What follows belongs to an exercise in optimizing a design on an open flow for small area and a short achievable clock period; a production flow would make more cautious choices. Only simulation tests tie the RTL to the original design; equivalence was not proved.

## flow/design.v (module list and top-level ports; edited modules follow where they fit)
// module bfp_product_array: 493 lines
// module bfp_adder_tree: 228 lines
// module fp_normalize: 241 lines
// module bfp_dot_product: 59 lines
module bfp_dot_product (
    input  logic                    i_clk,
    input  logic                    i_reset_n,
    input  logic                    i_valid,
    input  logic [(8 + 16 * (3 + 1))-1:0] i_act,
    input  logic [(8 + 16 * (3 + 1))-1:0] i_weight,
    output logic                    o_valid,
    output logic [(1 + 8 + 23)-1:0]        o_result
);
  // ...
==> flow/flow/run.sh <==
#!/bin/bash
# Own layout flow: the standard ORFS flow, with these changes in how the layout is made:
#  - the port buffers are sky130_fd_sc_hd__buf_1 cells (buffer_ports picks a delay cell otherwise);
#  - synthesis skips the generic ABC pass inside Yosys's synth (SYNTH_ARGS=-noabc), so the
#    full adders are extracted from the design's own gates (fewer inverters); the script
#    is still synth_recipe.tcl, so registers keep their names and cell types;
#  - timing repair aims for extra setup slack (SETUP_SLACK_MARGIN), only on the worst endpoints.
# The clock period and constraints are the standard flow's, unchanged.
set -euo pipefail
export BUFFER_PORTS_ARGS="-buffer_cell sky130_fd_sc_hd__buf_1"
export SYNTH_ARGS="-noabc"
export SETUP_SLACK_MARGIN=${MARGIN:-7.2}
export TNS_END_PERCENT=${TNS:-5}
bash standard.sh > standard.log 2>&1
==> flow/standard.sh <==
#!/bin/bash
# synth_recipe.tcl (not shown) runs the flow's synth.tcl, then flattens the netlist and writes it again
# the make line also repeats each setting of config.mk as NAME=value (left out here)
make -C /OpenROAD-flow-scripts/flow DESIGN_CONFIG=/design/flow/config.mk WORK_HOME=/design/flow/orfs CLKGATE_MAP_FILE= SYNTH_SCRIPT=/design/flow/synth_recipe.tcl "${@:-finish}"
==> flow/config.mk <==
export PLATFORM = sky130hd
export DESIGN_NAME = bfp_dot_product
export DESIGN_NICKNAME = bfp_dot_product
export VERILOG_FILES = /design/flow/design.v
export SDC_FILE = /design/flow/constraint.sdc
export NUM_CORES = 4
export LEC_CHECK = 0
export CAP_MARGIN = 20
export CORE_MARGIN = 2
export CORE_UTILIZATION = 40
export SLEW_MARGIN = 20
==> flow/constraint.sdc <==
create_clock -name core_clock -period 10.5 [get_ports {i_clk}]
set_input_delay 2.1000 -clock core_clock [delete_from_list [all_inputs] [get_ports {i_clk}]]
set_output_delay 2.1000 -clock core_clock [all_outputs]
set_load 0.01 [all_outputs]
==> notes.md, run 1 <==
* Starting DRT DRC Count at 570
* CP max stage delay at 0.50 ns
* Most frequent cell on the critical path: fa_1
* Final Max Tran Viols at 0
* Seq/Total Area, Yosys at 26.2%
* M1 WL at 11800 um
* Clock buf/inv share at 3.73%
* Synth-to-layout area growth at 27.6%
* Port Buffers at approximately 170
* CP delay by family, top: adder cells
* Final setup fails at 0
* Final Hold Viols at 0
* Clock-pin transition on the worst setup and hold timing paths at 0.06 ns
* Core Util, Final at 52.0%
* Reg2reg setup slack at between 6 and 7 ns
* Status: complete, no violations
* Setup crit end: bfp_product_array_inst.o_r[2]
* EDFF count, synth at 0
* Final hold slack at 0.352 ns
* Final WL at 28800 um
* # diodes at 0
* Worst Min Path Start: v2
* Share of post-route cells with drive strength above 1 at 19.2%
* Top flop regs: bfp_product_array_inst.o_r: 89 flops, s3_res: 20 flops, bfp_product_array_inst.o_exp: 16 flops
* Multi-input logic area at 0.00910 mm2
* Fmax at around 280 MHz
* Area of the die at 0.0307 mm2
* TAP cells at approximately 380
* Via count at 8634
* CTS tree: yes
* Comb_multi_in at 864
* Max_slew headroom at 47.1%
* Final Instance Area at 0.0150 mm2
* Die Ht at between 150 and 200 um
* Clk_skew at 0.0110 ns
* Dominant kind of cell: multi-input gates
* Commonest non-fill, non-tap cell in the layout: nand2_1
* Met2 wire len at 15300 um
==> run 2, diff against run 1 <==
--- a/flow/flow/run.sh
+++ b/flow/flow/run.sh
@@ -9,6 +9,6 @@
 set -euo pipefail
 export BUFFER_PORTS_ARGS="-buffer_cell sky130_fd_sc_hd__buf_1"
 export SYNTH_ARGS="-noabc"
-export SETUP_SLACK_MARGIN=${MARGIN:-7.2}
+export SETUP_SLACK_MARGIN=7.05
 export TNS_END_PERCENT=${TNS:-5}
 bash standard.sh > standard.log 2>&1
==> run 2 against run 1 <==
Effect of this change:
- critical path depth unchanged
- global-route usage decreased by 0.28 points
- core utilization up 0.47 points
- highest routed layer unchanged
==> notes.md, run 2 <==
* Clock latency (worst-skew pair) at 0.43 ns (was 0.44 ns)
* Final GP Congestion at 0.875 (unchanged)
* Clock-pin transition on the worst setup and hold timing paths at 0.06 ns (about the same)
* Share of post-route cells with drive strength above 1 at 20.1% (was 19.2%)
* Tightest Hold Check Type: reg -> reg (unchanged)
* Initial Utilization at 40.8% (unchanged)
* Worst setup margin at 6.91 ns (was 6.94 ns)
* Setup CP Type: in -> reg (unchanged)
* RSZ-0062 raised after global routing: true (unchanged)
* Avg Cell Area, Syn at 10.5 um2 (unchanged)
* Met1 usage at 23.4% (was 23.7%)
* Clk_skew at 0.0132 ns (was 0.0110 ns)
* Crit-path max FO at 9 (unchanged)
* Clock Sinks at 153 (unchanged)
* Number of global-route vias before repair at 8943 (was 9073)
* Cells after synthesis at 1119 (unchanged)
* Via count at 8603 (was 8634)
* Busiest grt layer: met2 (unchanged)
* H-Tree Level Count at 4 (unchanged)
* Synth-to-layout area growth at 28.8% (was 27.6%)
* First-pass GRT wire length at 45500 um (was 46200 um)
* Hpwl dp at 23200 um (unchanged)
* WL/cell at 16.7 um (was 16.4 um)
* Core Util, Final at 52.5% (was 52.0%)
* Worst-path cell chain: buf_1 > xor2_4 > buf_12 > xnor2_1 > fa_1 > fa_1 (was clkbuf_2 > xor2_4 > buf_12 > xnor2_1 > fa_1 > fa_1)
* Sequential Area at 0.00310 mm2 (about the same)
* Hold Path Depth at 0 (unchanged)
* Pin count of the biggest net entering global routing at 22 (unchanged)
* Area leader, netlist: fa_1 (unchanged)
* Router iterations before antenna repair at 6 (unchanged)
* CP max stage delay at 0.50 ns (about the same)
* # diodes at 0 (unchanged)
* Final Hold Viols at 0 (unchanged)
* CTS tree: yes (unchanged)
* GR Util met2 at 34.8% (was 35.9%)
* Top reg by flops: bfp_product_array_inst.o_r (unchanged)
* Count of different cell masters after synthesis at 83 (unchanged)
* Most frequent cells in the layout: nand2_1 (168), buf_1 (154), fa_1 (152) (was nand2_1 (168), buf_1 (160), fa_1 (156))
* CP Depth at 6 (unchanged)
* Core box area at 0.0288 mm2 (unchanged)
* Commonest non-fill, non-tap cell in the layout: nand2_1 (unchanged)
* Residual DRC count at 0 (unchanged)
* Synth Warn # at 4 (unchanged)
* CP Launch Type: primary input (unchanged)
* Worst path slowest cell: fa_1 (unchanged)
* Root Driver: clkbuf_16 (unchanged)
* Worst slew pin tran at 0.832 ns (was 0.792 ns)
* Synthesized area at 0.0117 mm2 (unchanged)
* CP delay by family, top: adder cells (unchanged)
* Final Max Tran Viols at 0 (unchanged)
* Synth cell count leaders: fa_1 (174), nand2_1 (169), xnor2_1 (162), dfxtp_1 (150), inv_1 (78) (unchanged)
* Max_slew headroom at 44.5% (was 47.1%)
* Final ANT Viol Nets at 0 (unchanged)
* Nets at 1709 (was 1712)
* Setup TNS at 0 ns (unchanged)
* I/O pin cnt at 180 (unchanged)
* Met3 GRT Util at 3.03% (was 2.86%)
* Ys async rst share at 1.96% (unchanged)
* Max-cap violation count at 0 (unchanged)
* CP bufs+invs at 2 (unchanged)
* Cell row count at 62 (unchanged)
* Post-DR vias/cell at 4.92 (was 4.93)
* Final period utilization at 34.1% (was 33.9%)
* Most frequent cell on the critical path: fa_1 (unchanged)
* Grt ovf at 0 (unchanged)
* Placed cell area at 0.0130 mm2 (unchanged)
* Seq cells post-synth at 153 (unchanged)
* Worst setup EP type: register (unchanged)
* Starting DRT DRC Count at 643 (was 570)
* Status: complete, no violations (unchanged)
* Final Instance Area at 0.0151 mm2 (was 0.0150 mm2)
* Die width at 175 um (unchanged)
* Dominant synthesized flop cell: dfxtp_1 (unchanged)
* # fillers at 2477 (was 2527)
* Fmax at 279 MHz (was 281 MHz)
* Num CTS Buffers at 17 (unchanged)
* Multi-input logic area at 0.00923 mm2 (was 0.00910 mm2)
* Top cell type's share of synthesized area at 29.7% (unchanged)
* Final setup fails at 0 (unchanged)
* Largest cells by area after synthesis: fa_1 (30%), dfxtp_1 (26%), xnor2_1 (12%) (unchanged)
* Max FFs per register at 89 (unchanged)
* Final hold slack at 0.352 ns (about the same)
* Port Buffers at 165 (unchanged)
* Seq/Total Area, Yosys at 26.2% (unchanged)
* Min Tclk post-route at 3.59 ns (was 3.56 ns)
* Dpl ws at 6.25 ns (unchanged)
* Depth of the most critical reg-to-reg path at 7 (unchanged)
* Clock Path Buffers at 2 (unchanged)
* Die Ht at 175 um (unchanged)
* CP required at 10.80 ns (about the same)
* EDFF count, synth at 0 (unchanged)
* Top flop regs: bfp_product_array_inst.o_r: 89 flops, s3_res: 20 flops, bfp_product_array_inst.o_exp: 16 flops (unchanged)
* Critical Path AT at 3.88 ns (was 3.87 ns)
* GR Util All Layers at 19.2% (was 19.5%)
* Count leader, synth: fa_1 (unchanged)
* Area of the die at 0.0307 mm2 (unchanged)
* Final WL at 29200 um (was 28800 um)
* Initial antenna violation count at 0 (unchanged)
## run 2: cell types whose count changed in the layout (fill, tap and decap cells not counted), moves of 5 or more
cell,delta
xnor2_1,-11
xnor2_4,+6
buf_4,-5
buf_1,-6
xnor2_2,+5
## run 2: per-stage QoR
step / cells
2_1_floorplan: 1132
3_3_place_gp: 1647
3_5_place_dp: 1647
4_1_cts: 1721
5_1_grt: 1749
6_report: 1749
## run 2: metal layers
layer | share of wire, % | vias to the layer above
li1 | - | 4112
met4 | 2.0 | 0
met3 | 4.1 | 41
met2 | 52 | 241
met1 | 42 | 4209
met5 | 0 | -
## run 2: kinds of logic (layout without fill, tap and decap cells)
group | Yosys count | in the layout | share of synthesized area (%)
fa+ha+maj | 211 | 211 | 33.6
other cells | 1 | 14 | 0.0320
mux | 2 | 2 | 0.192
buf+inv | 115 | 347 | 4.35
flops | 153 | 153 | 26.2
compound gates | 150 | 151 | 9.66
simple gates | 294 | 294 | 11.1
xor+xnor | 193 | 193 | 14.8
## run 2: cell type report
class,count,area share (%)
well taps,384,3.18
clock buffers,18,2.84
flip-flops and latches,153,20.5
clock inverters,14,0.853
repair buffers,237,9.59
multi-input cells,865,61.1
inverters,78,1.99
## run 2: what timing repair did
item                                    CTS  global route
gates resized for setup                  61           109
setup buffers                            42            26
endpoints found under the setup margin   99           109
hold buffers                              0             0
pin swaps                                41            67
cloned                                    0             2
hold endpoints to repair                  0             0
## run 2: final timing paths
kind	startpoint	endpoint	slack, ns
max in group asynchronous	i_reset_n	o_valid	8.88
worst max register to register	bfp_product_array_inst.o_r[46]	s2_cut[8]	6.92
worst min register to register	v2	o_valid	0.35
worst max-delay path	i_weight[19]	bfp_product_array_inst.o_r[2]	6.91
worst min-delay path	v2	o_valid	0.35
min in group asynchronous	i_reset_n	v2	1.47
==> run 3, diff against run 2 <==
--- a/flow/flow/run.sh
+++ b/flow/flow/run.sh
@@ -9,6 +9,8 @@
 set -euo pipefail
 export BUFFER_PORTS_ARGS="-buffer_cell sky130_fd_sc_hd__buf_1"
 export SYNTH_ARGS="-noabc"
-export SETUP_SLACK_MARGIN=7.05
+export SETUP_SLACK_MARGIN=6.9
 export TNS_END_PERCENT=${TNS:-5}
+export CTS_CLUSTER_SIZE=60
+export CTS_CLUSTER_DIAMETER=100
 bash standard.sh > standard.log 2>&1
==> run 3 against run 2 <==
Effect of this change:
- critical path type unchanged
- global-route usage decreased by 0.17 points
- setup slack worse by 0.069 ns
- clock-buffer cell count increased by 2
- wire length down 1.1%
- area after synthesis did not move
==> notes.md, run 3 <==
* Status: complete, no violations (unchanged)
* Max FFs per register at 89 (unchanged)
* Root Driver: clkbuf_16 (unchanged)
* RSZ-0062 raised after global routing: true (unchanged)
* Count leader, synth: fa_1 (unchanged)
* Largest cells by area after synthesis: fa_1 (30%), dfxtp_1 (26%), xnor2_1 (12%) (unchanged)
* Worst slew pin tran at 0.756 ns (was 0.832 ns)
* Clock-pin transition on the worst setup and hold timing paths at 0.06 ns (about the same)
* Max_slew headroom at 49.5% (was 44.5%)
* WL/cell at 16.6 um (was 16.7 um)
* Num CTS Buffers at 17 (unchanged)
* Initial antenna violation count at 0 (unchanged)
* Die Ht at 175 um (unchanged)
* Hpwl dp at 23300 um (was 23200 um)
* Residual DRC count at 0 (unchanged)
* Worst path slowest cell: fa_1 (unchanged)
* Sequential Area at 0.00309 mm2 (was 0.00310 mm2)
* Core box area at 0.0288 mm2 (unchanged)
* Most frequent cell on the critical path: fa_1 (unchanged)
* Seq/Total Area, Yosys at 26.2% (unchanged)
* CP delay by family, top: adder cells (unchanged)
* Final ANT Viol Nets at 0 (unchanged)
* Ys async rst share at 1.96% (unchanged)
* Nets at 1700 (was 1709)
* CP required at 10.80 ns (about the same)
* Dominant synthesized flop cell: dfxtp_1 (unchanged)
* Cells after synthesis at 1119 (unchanged)
* Multi-input logic area at 0.00889 mm2 (was 0.00923 mm2)
* CP max stage delay at 0.53 ns (was 0.50 ns)
* Synthesized area at 0.0117 mm2 (unchanged)
* Max-cap violation count at 0 (unchanged)
* Min Tclk post-route at 3.65 ns (was 3.59 ns)
* Pin count of the biggest net entering global routing at 22 (unchanged)
* Top flop regs: bfp_product_array_inst.o_r: 89 flops, s3_res: 20 flops, bfp_product_array_inst.o_exp: 16 flops (unchanged)
* CTS tree: yes (unchanged)
* EDFF count, synth at 0 (unchanged)
* Initial Utilization at 40.8% (unchanged)
* Clock latency (worst-skew pair) at 0.43 ns (about the same)
* Clk_skew at 0.00837 ns (was 0.0132 ns)
* CP Launch Type: primary input (unchanged)
* Setup TNS at 0 ns (unchanged)
* Grt ovf at 0 (unchanged)
* GR Util All Layers at 19.1% (was 19.2%)
* Fmax at 274 MHz (was 279 MHz)
* # fillers at 2577 (was 2477)
* Area leader, netlist: fa_1 (unchanged)
* Cell row count at 62 (unchanged)
* Final WL at 28800 um (was 29200 um)
* Starting DRT DRC Count at 601 (was 643)
* Seq cells post-synth at 153 (unchanged)
* Post-DR vias/cell at 4.89 (was 4.92)
* I/O pin cnt at 180 (unchanged)
* Setup CP Type: in -> reg (unchanged)
* First-pass GRT wire length at 45300 um (was 45500 um)
* Hold buffer count at CTS at 0 (unchanged)
* Final Hold Viols at 0 (unchanged)
* Die width at 175 um (unchanged)
* Critical Path AT at 3.95 ns (was 3.88 ns)
* Most frequent cells in the layout: nand2_1 (169), buf_1 (165), fa_1 (161) (was nand2_1 (168), buf_1 (154), fa_1 (152))
* Top reg by flops: bfp_product_array_inst.o_r (unchanged)
* Final Max Tran Viols at 0 (unchanged)
* Final setup fails at 0 (unchanged)
* Number of global-route vias before repair at 8769 (was 8943)
* CP bufs+invs at 1 (was 2)
* Port Buffers at 165 (unchanged)
* Final GP Congestion at 0.872 (was 0.875)
* Share of post-route cells with drive strength above 1 at 15.3% (was 20.1%)
* Crit-path max FO at 11 (was 9)
* Router iterations before antenna repair at 6 (unchanged)
* Count of different cell masters after synthesis at 83 (unchanged)
* Synth cell count leaders: fa_1 (174), nand2_1 (169), xnor2_1 (162), dfxtp_1 (150), inv_1 (78) (unchanged)
* Commonest non-fill, non-tap cell in the layout: nand2_1 (unchanged)
* Area of the die at 0.0307 mm2 (unchanged)
* Synth Warn # at 4 (unchanged)
* Avg Cell Area, Syn at 10.5 um2 (unchanged)
* Worst-path cell chain: buf_1 > xor2_4 > xnor2_1 > fa_1 > fa_1 (was buf_1 > xor2_4 > buf_12 > xnor2_1 > fa_1 > fa_1)
* Clock Path Buffers at 2 (unchanged)
* Top cell type's share of synthesized area at 29.7% (unchanged)
* # diodes at 0 (unchanged)
* Tightest Hold Check Type: reg -> reg (unchanged)
* Worst setup EP type: register (unchanged)
* Clock Sinks at 153 (unchanged)
* Final period utilization at 34.8% (was 34.1%)
* Synth-to-layout area growth at 24.3% (was 28.8%)
* Via count at 8503 (was 8603)
* H-Tree Level Count at 4 (unchanged)
run 3: cell counts after synthesis:
No cell type changed its count.
run 3: per-stage QoR:
step | setup WS, ns | util [%] | std cells | instance area, um2 | hold WS (ns)
global route | 6.75 | 50.7 | 1740 | 14600 | 0.367
finish | 6.85 | 50.7 | 1740 | 14600 | 0.349
floorplan | 6.72 | - | 1132 | 12100 | 0.310
detailed placement | 6.23 | 45.1 | 1647 | 13000 | 0.336
global placement | 6.26 | 45.1 | 1647 | 13000 | 0.335
CTS | 6.71 | 48.2 | 1700 | 13900 | 0.350
run 3: path summary, 6_finish.rpt:
| check | endpoint | depth (start not counted) | startpoint | slack (ns) |
|---|---|---|---|---|
| max in group asynchronous | v2 | 1 | i_reset_n | 8.88 |
| min | o_valid | 0 | v2 | 0.35 |
| min reg2reg | o_valid | 0 | v2 | 0.35 |
| max | bfp_product_array_inst.o_r[14] | 5 | i_weight[35] | 6.85 |
| max reg2reg | s2_cut[8] | 7 | bfp_product_array_inst.o_r[34] | 6.88 |
| min in group asynchronous | o_valid | 1 | i_reset_n | 1.47 |
run 3: cell families after synthesis:
group           synth area share [%]
compound gates                  9.66
xor+xnor                        14.8
fa+ha+maj                       33.6
buf+inv                         4.35
flops                           26.2
mux                            0.192
other cells                   0.0320
simple gates                    11.1
run 3: area by class of cell:
type / instances / share of cell area [%]
well taps: 384 / 3.29
multi-input cells: 866 / 61.0
clock inverters: 12 / 0.884
inverters: 78 / 2.06
flip-flops and latches: 153 / 21.2
repair buffers: 227 / 8.55
clock buffers: 20 / 3.06
run 3: timing repair:
item / CTS / global route
gates cloned: 1 / 1
resized for setup: 23 / 66
setup buffers: 20 / 39
setup endpoints to repair: 76 / 90
pin swaps: 10 / 40
run 3: routing by layer:
metal  global-route usage, %  vias up  routed length, um
met5                       0        -                  0
met4                    4.93        0                405
met3                    2.55       35               1130
met2                    34.9      238              15100
met1                    23.6     4132              12100
li1                        -     4098                  -
==> run 4, diff against run 3 <==
--- a/flow/flow/run.sh
+++ b/flow/flow/run.sh
@@ -11,6 +11,5 @@
 export SYNTH_ARGS="-noabc"
 export SETUP_SLACK_MARGIN=6.9
 export TNS_END_PERCENT=${TNS:-5}
-export CTS_CLUSTER_SIZE=60
-export CTS_CLUSTER_DIAMETER=100
+export ABC_AREA=1
 bash standard.sh > standard.log 2>&1
==> run 4 against run 3 <==
Effect of this change:
- critical path depth unchanged
- die area is 0.94% higher
- wire length down 2.5%
- synthesized cell count increased by 14%
- hold slack better by 0.0053 ns
- design area down 2.1%
- clock skew rose by 0.0066 ns
- global-route usage about the same
- sequential cell count stayed put
- cell count is 8.1% higher
- critical endpoint is now bfp_product_array_inst.o_r[2]
- highest routed layer unchanged
==> notes.md, run 4 <==
* WL/cell at 14.9 um (was 16.6 um)
* Critical Path AT at 3.99 ns (was 3.95 ns)
* Die Ht at 176 um (was 175 um)
* Via count at 8637 (was 8503)
* Max-cap violation count at 0 (unchanged)
* GR Util All Layers at 19.1% (about the same)
* Dominant synthesized flop cell: dfxtp_1 (unchanged)
* Hold buffer count at CTS at 0 (unchanged)
* # diodes at 0 (unchanged)
* Commonest non-fill, non-tap cell in the layout: nand2_1 (unchanged)
* Count leader, synth: nand2_1 (was fa_1)
* RSZ-0062 raised after global routing: true (unchanged)
* Avg Cell Area, Syn at 9.25 um2 (was 10.5 um2)
* Post-Place Cells at 1825 (was 1647)
* Worst-path cell chain: buf_1 > xor2_4 > xnor2_1 > fa_1 > fa_1 (unchanged)
* H-Tree Level Count at 4 (unchanged)
* CP Launch Type: primary input (unchanged)
* # fillers at 2780 (was 2577)
* Layout Cells excl Fill at 1881 (was 1740)
* Hold Path Depth at 0 (unchanged)
* Sequential Area at 0.00309 mm2 (about the same)
* Max_slew headroom at 49.3% (was 49.5%)
* Largest cells by area after synthesis: fa_1 (29%), dfxtp_1 (25%), xnor2_1 (10%) (was fa_1 (30%), dfxtp_1 (26%), xnor2_1 (12%))
* Crit-path max FO at 11 (unchanged)
* Top reg by flops: bfp_product_array_inst.o_r (unchanged)
* Ys async rst share at 1.96% (unchanged)
* Status: complete, no violations (unchanged)
* Reg2reg setup slack at 6.84 ns (was 6.88 ns)
* Worst Min Path Start: bfp_product_array_inst.o_r[3] (was v2)
* Most frequent cell on the critical path: fa_1 (unchanged)
* Num CTS Buffers at 17 (unchanged)
* Starting DRT DRC Count at 403 (was 601)
* Seq cells post-synth at 153 (unchanged)
* Root Driver: clkbuf_16 (unchanged)
* Synthesized area at 0.0118 mm2 (was 0.0117 mm2)
* Clock-pin transition on the worst setup and hold timing paths at 0.08 ns (was 0.06 ns)
* Top cell type's share of synthesized area at 29.4% (was 29.7%)
* Grt ovf at 0 (unchanged)
* Core Util, Final at 48.6% (was 50.7%)
* Router iterations before antenna repair at 5 (was 6)
* CP bufs+invs at 1 (unchanged)
* RR Endpoint: s2_cut[8] (unchanged)
* Final WL at 28100 um (was 28800 um)
* Nets at 1835 (was 1700)
* Final GP Congestion at 0.867 (was 0.872)
* Clk_skew at 0.0150 ns (was 0.00837 ns)
* Worst path slowest cell: fa_1 (unchanged)
* Min Tclk post-route at 3.68 ns (was 3.65 ns)
* Most frequent cells in the layout: nand2_1 (306), buf_1 (165), fa_1 (160) (was nand2_1 (169), buf_1 (165), fa_1 (161))
* Number of global-route vias before repair at 8904 (was 8769)
* Seq/Total Area, Yosys at 26.0% (was 26.2%)
* Hold EP: s2_cut[0] (was o_valid)
* Pin count of the biggest net entering global routing at 21 (was 22)
* Core box area at 0.0294 mm2 (was 0.0288 mm2)
* First-pass GRT wire length at 45200 um (was 45300 um)
* Tightest Hold Check Type: reg -> reg (unchanged)
* CTS tree: yes (unchanged)
* Clock Sinks at 153 (unchanged)
* Fmax at 272 MHz (was 274 MHz)
* FF-to-FF Start: bfp_product_array_inst.o_r[39] (was bfp_product_array_inst.o_r[34])
* Initial antenna violation count at 0 (unchanged)
* Initial Utilization at 40.3% (was 40.8%)
* Synth cell count leaders: nand2_1 (308), fa_1 (174), dfxtp_1 (150), xnor2_1 (142), inv_1 (135) (was fa_1 (174), nand2_1 (169), xnor2_1 (162), dfxtp_1 (150), inv_1 (78))
* Final Max Tran Viols at 0 (unchanged)
* Max FFs per register at 89 (unchanged)
* Post-DR vias/cell at 4.59 (was 4.89)
* Cells after synthesis at 1280 (was 1119)
* Synth Warn # at 4 (unchanged)
* Worst slew pin tran at 0.753 ns (was 0.756 ns)
* Final setup fails at 0 (unchanged)
* Area of the die at 0.0310 mm2 (was 0.0307 mm2)
* Clock Path Buffers at 2 (unchanged)
* Depth of the most critical reg-to-reg path at 7 (unchanged)
* Area leader, netlist: fa_1 (unchanged)
* Count of different cell masters after synthesis at 41 (was 83)
* CP required at 10.81 ns (was 10.80 ns)
* Worst setup EP type: register (unchanged)
* Final Hold Viols at 0 (unchanged)
* Cell row count at 63 (was 62)
* Setup TNS at 0 ns (unchanged)
* Residual DRC count at 0 (unchanged)
* Final period utilization at 35.0% (was 34.8%)
* Final ANT Viol Nets at 0 (unchanged)
* Port Buffers at 165 (unchanged)
* Final hold slack at 0.354 ns (was 0.349 ns)
* CP max stage delay at 0.51 ns (was 0.53 ns)
* EDFF count, synth at 0 (unchanged)
* CP delay by family, top: adder cells (unchanged)
* Clock latency (worst-skew pair) at 0.44 ns (was 0.43 ns)
* Hpwl dp at 24200 um (was 23300 um)
* I/O pin cnt at 180 (unchanged)
* Share of post-route cells with drive strength above 1 at 10.9% (was 15.3%)
* Setup CP Type: in -> reg (unchanged)
* Top flop regs: bfp_product_array_inst.o_r: 89 flops, s3_res: 20 flops, bfp_product_array_inst.o_exp: 16 flops (unchanged)
* Synth-to-layout area growth at 20.5% (was 24.3%)
* Die width at 176 um (was 175 um)
* Multi-input logic area at 0.00862 mm2 (was 0.00889 mm2)
## run 4: changes by cell type after synthesis, moves of 7 or more
cell	delta
nand2_1	+139
inv_1	+57
nand3_1	+56
nor2_1	+42
xnor2_1	-20
nand2_2	+13
and2_1	-9
nand4_1	+8
a31oi_1	-7
and3_1	-7
inv_2	+7
nand2_4	+7
o211ai_1	-7
## run 4: cells by family after synthesis
family,Yosys count,synth area share [%]
fa+ha+maj,210,33.2
xor+xnor,170,12.6
compound gates,53,2.69
flops,153,26.0
other cells,1,0.0317
simple gates,528,19.6
buf+inv,165,5.80
## run 4: what timing repair did
action                                  CTS  global route
pin swaps                                11             7
endpoints found under the setup margin   55            96
resized for setup                        25             0
buffers inserted                          6            18
## run 4: metal layers
metal	track usage [%]	share of wire, %	vias to the layer above
met4	6.37	2.7	0
li1	-	-	4283
met5	0	0	-
met3	3.23	3.0	36
met2	36.3	54	178
met1	21.5	40	4140
## run 4: worst max path at each step
stage                                   start                              to  cells after the start  slack, ns
2_1_floorplan                     i_weight[7]  bfp_product_array_inst.o_r[25]                      7       6.71
3_3_place_gp                        i_act[63]  bfp_product_array_inst.o_r[65]                      5       6.29
3_5_place_dp                      i_weight[7]   bfp_product_array_inst.o_r[2]                      8       6.25
4_1_cts                             i_act[31]   bfp_product_array_inst.o_r[3]                      5       6.81
5_1_grt        bfp_product_array_inst.o_r[28]                       s2_cut[8]                      7       6.73
6_report                            i_act[15]   bfp_product_array_inst.o_r[2]                      5       6.82
## run 4: layout make-up
type,instances,area share [%]
multi-input combinational,975,60.4
clock buffer,17,2.98
clock inverter,15,1.45
timing repair buffer,189,6.30
sequential,153,21.7
tap,390,3.42
inverter,142,3.79
## run 4: per-stage QoR
step / setup WS, ns / instance area [um2]
CTS: 6.81 / 14100
global route: 6.73 / 14300
finish: 6.82 / 14300
floorplan: 6.71 / 12400
global placement: 6.29 / 13300
detailed placement: 6.25 / 13300
==> run 5, diff against run 4 <==
--- a/flow/flow/run.sh
+++ b/flow/flow/run.sh
@@ -11,5 +11,4 @@
 export SYNTH_ARGS="-noabc"
 export SETUP_SLACK_MARGIN=6.9
 export TNS_END_PERCENT=${TNS:-5}
-export ABC_AREA=1
 bash standard.sh > standard.log 2>&1
==> run 5 against run 4 <==
Effect of this change:
- wire length is 2.6% higher
- highest routed layer unchanged
- clock-buffer cell count is 3 higher
- hold slack worse by 0.0053 ns
- cell count is 7.5% lower
- via count is 1.6% lower
- sequential cell count stayed put
- synthesized cell count is 13% lower
- still clean on timing, DRC and antenna
- critical path depth stayed put
- die area is 0.93% lower
- register-to-register slack better by 0.04 ns
- fmax is 0.69% higher
==> notes.md, run 5 <==
* Status: complete, no violations (unchanged)
* Post-DR vias/cell at 4.89 (was 4.59)
* Port Buffers at 165 (unchanged)
* Placed cell area at 0.0130 mm2 (was 0.0133 mm2)
* Pin count of the biggest net entering global routing at 22 (was 21)
* Cells after synthesis at 1119 (was 1280)
* Worst-path cell chain: buf_1 > xor2_4 > xnor2_1 > fa_1 > fa_1 (unchanged)
* Final period utilization at 34.8% (was 35.0%)
* Min Tclk post-route at 3.65 ns (was 3.68 ns)
* Final Instance Area at 0.0146 mm2 (was 0.0143 mm2)
* Via count at 8503 (was 8637)
* CP required at 10.80 ns (was 10.81 ns)
* Commonest non-fill, non-tap cell in the layout: nand2_1 (unchanged)
* Most frequent cell on the critical path: fa_1 (unchanged)
* Critical Path AT at 3.95 ns (was 3.99 ns)
* Area leader, netlist: fa_1 (unchanged)
* Count of different cell masters after synthesis at 83 (was 41)
* Top reg by flops: bfp_product_array_inst.o_r (unchanged)
* CP max stage delay at 0.53 ns (was 0.51 ns)
* Worst path slowest cell: fa_1 (unchanged)
* Seq/Total Area, Yosys at 26.2% (was 26.0%)
* Max FFs per register at 89 (unchanged)
* Clock Sinks at 153 (unchanged)
* Nets at 1700 (was 1835)
* Starting DRT DRC Count at 601 (was 403)
* RSZ-0062 raised after global routing: true (unchanged)
* H-Tree Level Count at 4 (unchanged)
* Final setup fails at 0 (unchanged)
* Ys async rst share at 1.96% (unchanged)
* WL/cell at 16.6 um (was 14.9 um)
* # diodes at 0 (unchanged)
* Worst setup EP type: register (unchanged)
* Router iterations before antenna repair at 6 (was 5)
* I/O pin cnt at 180 (unchanged)
* EDFF count, synth at 0 (unchanged)
* Max-cap violation count at 0 (unchanged)
* Most frequent cells in the layout: nand2_1 (169), buf_1 (165), fa_1 (161) (was nand2_1 (306), buf_1 (165), fa_1 (160))
* CP Launch Type: primary input (unchanged)
* Num CTS Buffers at 17 (unchanged)
* Dominant synthesized flop cell: dfxtp_1 (unchanged)
* Initial antenna violation count at 0 (unchanged)
* Clock-pin transition on the worst setup and hold timing paths at 0.06 ns (was 0.08 ns)
* Share of post-route cells with drive strength above 1 at 15.3% (was 10.9%)
* RR Endpoint: s2_cut[8] (unchanged)
* Clock latency (worst-skew pair) at 0.43 ns (was 0.44 ns)
* Core Util, Final at 50.7% (was 48.6%)
* Largest cells by area after synthesis: fa_1 (30%), dfxtp_1 (26%), xnor2_1 (12%) (was fa_1 (29%), dfxtp_1 (25%), xnor2_1 (10%))
* Synthesized area at 0.0117 mm2 (was 0.0118 mm2)
* Seq cells post-synth at 153 (unchanged)
* # fillers at 2577 (was 2780)
* Grt ovf at 0 (unchanged)
* Final Hold Viols at 0 (unchanged)
* Core box area at 0.0288 mm2 (was 0.0294 mm2)
* Hold buffer count at CTS at 0 (unchanged)
* Fmax at 274 MHz (was 272 MHz)
* Count leader, synth: fa_1 (was nand2_1)
* Depth of the most critical reg-to-reg path at 7 (unchanged)
* Hold EP: o_valid (was s2_cut[0])
* FF-to-FF Start: bfp_product_array_inst.o_r[34] (was bfp_product_array_inst.o_r[39])
* CP delay by family, top: adder cells (unchanged)
* Avg Cell Area, Syn at 10.5 um2 (was 9.25 um2)
* Synth Warn # at 4 (unchanged)
* Residual DRC count at 0 (unchanged)
* Number of global-route vias before repair at 8769 (was 8904)
* Clock Path Buffers at 2 (unchanged)
* CTS tree: yes (unchanged)
* Synth cell count leaders: fa_1 (174), nand2_1 (169), xnor2_1 (162), dfxtp_1 (150), inv_1 (78) (was nand2_1 (308), fa_1 (174), dfxtp_1 (150), xnor2_1 (142), inv_1 (135))
* Setup TNS at 0 ns (unchanged)
* Die width at 175 um (was 176 um)
* Hpwl dp at 23300 um (was 24200 um)
* CP bufs+invs at 1 (unchanged)
* Top cell type's share of synthesized area at 29.7% (was 29.4%)
* Initial Utilization at 40.8% (was 40.3%)
* Worst setup margin at 6.85 ns (was 6.82 ns)
* GR Util All Layers at 19.1% (about the same)
* Hold Path Depth at 0 (unchanged)
* Synth-to-layout area growth at 24.3% (was 20.5%)
* Worst slew pin tran at 0.756 ns (was 0.753 ns)
* Setup CP Type: in -> reg (unchanged)
* First-pass GRT wire length at 45300 um (was 45200 um)
* Root Driver: clkbuf_16 (unchanged)
* Area of the die at 0.0307 mm2 (was 0.0310 mm2)
* Max_slew headroom at 49.5% (was 49.3%)
* Worst Min Path Start: v2 (was bfp_product_array_inst.o_r[3])
* Final WL at 28800 um (was 28100 um)
* Tightest Hold Check Type: reg -> reg (unchanged)
* Crit-path max FO at 11 (unchanged)
* Final Max Tran Viols at 0 (unchanged)
* Top flop regs: bfp_product_array_inst.o_r: 89 flops, s3_res: 20 flops, bfp_product_array_inst.o_exp: 16 flops (unchanged)
* Die Ht at 175 um (was 176 um)
* Dpl ws at 6.23 ns (was 6.25 ns)
* Final ANT Viol Nets at 0 (unchanged)
* Cell row count at 62 (was 63)
* Final GP Congestion at 0.872 (was 0.867)
* Reg2reg setup slack at 6.88 ns (was 6.84 ns)
* Clk_skew at 0.00837 ns (was 0.0150 ns)
run 5: cell count changes in the layout (fill, tap and decap cells not counted), moves of 9 or more:
cell     delta
and2_1      +9
buf_4      +33
ha_1        -9
inv_1      -60
nand2_1   -137
nand2_2    -13
nand3_1    -56
nor2_1     -45
xnor2_1    +27
run 5: through the flow:
step                      instances  hold slack (ns)
after floorplan                1132            0.310
after detailed placement       1647            0.336
after global routing           1740            0.367
final                          1740            0.349
after CTS                      1700            0.350
after global placement         1647            0.335
run 5: how the worst max path moves through the flow:
stage / endpoint / from / depth (start not counted) / slack (ns)
floorplan: bfp_product_array_inst.o_r[30] / i_weight[63] / 4 / 6.72
global placement: bfp_product_array_inst.o_r[30] / i_act[59] / 5 / 6.26
detailed placement: bfp_product_array_inst.o_r[30] / i_weight[63] / 5 / 6.23
CTS: s2_cut[8] / bfp_product_array_inst.o_r[46] / 7 / 6.71
global route: bfp_product_array_inst.o_r[64] / i_act[27] / 5 / 6.75
finish: bfp_product_array_inst.o_r[14] / i_weight[35] / 5 / 6.85
run 5: cell families (layout without fill, tap and decap cells):
logic type | count (synthesis) | in the layout | synth area share (%)
simple gates | 294 | 295 | 11.1
fa+ha+maj | 211 | 211 | 33.6
xor+xnor | 193 | 193 | 14.8
flops | 153 | 153 | 26.2
compound gates | 150 | 151 | 9.66
buf+inv | 115 | 337 | 4.35
mux | 2 | 2 | 0.192
other cells | 1 | 14 | 0.0320
run 5: layout make-up:
type | count | area, um2 | area share, %
repair buffers | 227 | 1250 | 8.55
well taps | 384 | 480 | 3.29
flip-flops and latches | 153 | 3090 | 21.2
inverters | 78 | 300 | 2.06
clock buffers | 20 | 447 | 3.06
clock inverters | 12 | 129 | 0.884
multi-input cells | 866 | 8890 | 61.0
run 5: what timing repair did:
| item | CTS | global route |
|---|---|---|
| endpoints found under the setup margin | 76 | 90 |
| pin swaps | 10 | 40 |
| buffers inserted | 20 | 39 |
| cloned | 1 | 1 |
| gates resized for setup | 23 | 66 |
run 5: routing by layer:
metal	up-vias	track usage (%)	wire length [um]
met3	35	2.55	1130
met1	4132	23.6	12100
met4	0	4.93	405
met5	-	0	0
met2	238	34.9	15100
li1	4098	-	-
==> run 6, diff against run 5 <==
--- a/flow/config.mk
+++ b/flow/config.mk
@@ -7,5 +7,6 @@
 export LEC_CHECK = 0
 export CAP_MARGIN = 20
 export CORE_MARGIN = 2
-export CORE_UTILIZATION = 40
+export CORE_UTILIZATION = 60
+export PLACE_DENSITY = 0.7
 export SLEW_MARGIN = 20
==> run 6 against run 5 <==
Effect of this change:
- cell count shrank 7.6%
- global-route usage grew 10 points
- critical endpoint is now bfp_product_array_inst.o_r[2]
- largest cell class unchanged
- highest routed layer is now met5
==> notes.md, run 6 <==
* Status: complete, no violations (unchanged)
* Hpwl dp at 23300 um (about the same)
* Count leader, synth: fa_1 (unchanged)
* Final setup fails at 0 (unchanged)
* Nets at 1687 (was 1700)
* GR Util met2 at 53.0% (was 34.9%)
* Area of the die at 0.0207 mm2 (was 0.0307 mm2)
* Num CTS Buffers at 17 (unchanged)
* CP Launch Type: primary input (unchanged)
* Pin count of the biggest net entering global routing at 22 (unchanged)
* I/O pin cnt at 180 (unchanged)
* Depth of the most critical reg-to-reg path at 7 (unchanged)
* Tightest Hold Check Type: reg -> reg (unchanged)
* Dominant synthesized flop cell: dfxtp_1 (unchanged)
* Starting DRT DRC Count at 439 (was 601)
* H-Tree Level Count at 4 (unchanged)
* Clock-pin transition on the worst setup and hold timing paths at 0.06 ns (about the same)
* Initial antenna violation count at 1 (was 0)
* Count of different cell masters after synthesis at 83 (unchanged)
* Max-cap violation count at 0 (unchanged)
* Router iterations before antenna repair at 7 (was 6)
* Top reg by flops: bfp_product_array_inst.o_r (unchanged)
* Final WL at 29400 um (was 28800 um)
* CP required at 10.80 ns (about the same)
* Crit-path max FO at 11 (unchanged)
* Setup TNS at 0 ns (unchanged)
* Top flop regs: bfp_product_array_inst.o_r: 89 flops, s3_res: 20 flops, bfp_product_array_inst.o_exp: 16 flops (unchanged)
* Synth cell count leaders: fa_1 (174), nand2_1 (169), xnor2_1 (162), dfxtp_1 (150), inv_1 (78) (unchanged)
* Reg2reg setup slack at 6.83 ns (was 6.88 ns)
* Clock latency (worst-skew pair) at 0.42 ns (was 0.43 ns)
* Share of post-route cells with drive strength above 1 at 13.9% (was 15.3%)
* Grt ovf at 0 (unchanged)
* Avg Cell Area, Syn at 10.5 um2 (unchanged)
* Clk_skew at 0.00824 ns (was 0.00837 ns)
* Ys async rst share at 1.96% (unchanged)
* Final period utilization at 35.2% (was 34.8%)
* Worst setup EP type: register (unchanged)
* Clock Path Buffers at 2 (unchanged)
* RR Endpoint: s2_cut[8] (unchanged)
* Min Tclk post-route at 3.69 ns (was 3.65 ns)
* Max FFs per register at 89 (unchanged)
* Synthesized area at 0.0117 mm2 (unchanged)
* Final Hold Viols at 0 (unchanged)
* Clock Sinks at 153 (unchanged)
* Post-Place Cells at 1528 (was 1647)
* # fillers at 1368 (was 2577)
* Max_slew headroom at 34.4% (was 49.5%)
* Initial Utilization at 60.7% (was 40.8%)
* Post-DR vias/cell at 5.39 (was 4.89)
* Top cell type's share of synthesized area at 29.7% (unchanged)
* Core box area at 0.0193 mm2 (was 0.0288 mm2)
* FF-to-FF Start: bfp_product_array_inst.o_r[34] (unchanged)
* Cells after synthesis at 1119 (unchanged)
* Synth Warn # at 4 (unchanged)
* Commonest non-fill, non-tap cell in the layout: nand2_1 (unchanged)
* EDFF count, synth at 0 (unchanged)
* WL/cell at 18.3 um (was 16.6 um)
* Setup CP Type: in -> reg (unchanged)
* Die width at 144 um (was 175 um)
* Seq/Total Area, Yosys at 26.2% (unchanged)
* Hold buffer count at CTS at 0 (unchanged)
* Residual DRC count at 0 (unchanged)
* Port Buffers at 165 (unchanged)
* Root Driver: clkbuf_16 (unchanged)
* Seq cells post-synth at 153 (unchanged)
* Met3 GRT Util at 4.57% (was 2.55%)
* Most frequent cells in the layout: nand2_1 (169), buf_1 (165), fa_1 (161) (unchanged)
* Synth-to-layout area growth at 22.8% (was 24.3%)
* Setup crit end: bfp_product_array_inst.o_r[2] (was bfp_product_array_inst.o_r[14])
* Met1 usage at 35.9% (was 23.6%)
* Fmax at 271 MHz (was 274 MHz)
* Worst slew pin tran at 0.981 ns (was 0.756 ns)
* Area leader, netlist: fa_1 (unchanged)
* GR Util All Layers at 29.3% (was 19.1%)
* Final GP Congestion at 0.900 (was 0.872)
* Final ANT Viol Nets at 0 (unchanged)
* Via count at 8671 (was 8503)
* Final Max Tran Viols at 0 (unchanged)
* Critical Path AT at 4.00 ns (was 3.95 ns)
* CTS tree: yes (unchanged)
* Largest cells by area after synthesis: fa_1 (30%), dfxtp_1 (26%), xnor2_1 (12%) (unchanged)
* Number of global-route vias before repair at 8743 (was 8769)
* First-pass GRT wire length at 45000 um (was 45300 um)
* Layout Cells excl Fill at 1608 (was 1740)
* RSZ-0062 raised after global routing: true (unchanged)
* Worst setup path start: i_act[15] (was i_weight[35])
* # diodes at 0 (unchanged)
* Die Ht at 144 um (was 175 um)
* Busiest grt layer: met2 (unchanged)
* Cell row count at 51 (was 62)
-- run 6: layout make-up --
type / count / area, um2 / share of cell area (%)
Clock buffer: 20 / 457 / 3.17
Sequential cell: 153 / 3090 / 21.4
Inverter: 78 / 297 / 2.06
Timing Repair Buffer: 216 / 1150 / 8.00
Clock inverter: 12 / 213 / 1.48
Multi-Input combinational cell: 864 / 8870 / 61.6
Tap cell: 265 / 332 / 2.30
-- run 6: stage by stage --
step	hold slack [ns]	util [%]	setup slack [ns]	area (um2)
after floorplan	0.310	-	6.72	12100
after global placement	0.335	66.4	6.31	12800
after detailed placement	0.338	66.4	6.29	12800
after CTS	0.352	71.5	6.77	13800
after global routing	0.351	74.5	6.76	14400
final	0.345	74.5	6.81	14400
-- run 6: worst min path at each step --
stage / startpoint / endpoint / slack, ns / cells past startpoint
floorplan: bfp_product_array_inst.o_r[3] / s2_cut[0] / 0.31 / 0
global placement: bfp_product_array_inst.o_r[3] / s2_cut[0] / 0.33 / 0
detailed placement: bfp_product_array_inst.o_r[3] / s2_cut[0] / 0.34 / 0
CTS: bfp_product_array_inst.o_r[3] / s2_cut[0] / 0.35 / 0
global route: bfp_product_array_inst.o_r[3] / s2_cut[0] / 0.35 / 0
finish: bfp_product_array_inst.o_r[3] / s2_cut[0] / 0.35 / 0
-- run 6: metal layers --
metal / vias to the layer above / part of all wire [%]
li1: 4077 / -
met3: 50 / 4.5
met1: 4276 / 40
met5: - / 0.044
met2: 266 / 54
met4: 2 / 2.2
-- run 6: worst max-delay path, stage by stage --
cell     delay (ns)
buf_1          0.19
xor2_4         0.43
xnor2_1        0.25
fa_1           0.54
fa_1           0.49
-- run 6: timing repair --
action | in CTS | in global routing
setup buffers | 16 | 32
gates resized for setup | 36 | 48
pin swaps | 16 | 38
endpoints found under the setup margin | 75 | 91
cloned | 0 | 0
-- run 6: cell families after synthesis --
logic type | synth area share (%)
xor gates and xnor gates | 14.8
buffers and inverters | 4.35
DFF | 26.2
adders and majority gates | 33.6
AOI/OAI and AO/OA | 9.66
and+or+nand+nor | 11.1
muxes | 0.192
other | 0.0320

==> what the ideal ports hide <==
How much do the figures lean on ideal ports? The routed layouts below were timed once more, with nothing changed but the port constraints. Step 1 sets driving cells, clkbuf_16 on the clock port and buf_2 on the other inputs (assumed; they add their load-dependent delay and slew). Step 2 also shifts input and output timing later by t, the mid clock arrival at the registers, as if the neighbouring blocks saw the same clock. a / b / c = no drivers / after step 1 / after step 2; a / b = the first two.
run | t (ns) | setup WS [ns] | pins driven straight from the clock port
run 1 | 0.481 | 6.937 / 6.953 / 6.485 | 1
run 2 | 0.477 | 6.914 / 6.918 / 6.468 | 1
run 3 | 0.480 | 6.845 / 6.842 / 6.395 | 1
run 4 | 0.481 | 6.820 / 6.836 / 6.365 | 1
run 5 | 0.480 | 6.845 / 6.842 / 6.395 | 1
run 6 | 0.466 | 6.809 / 6.830 / 6.364 | 1
After both steps every run listed still meets setup and hold. The setup slack of run 4, which loses most, moves by +0.016 ns with the drivers and by -0.455 ns with both steps.
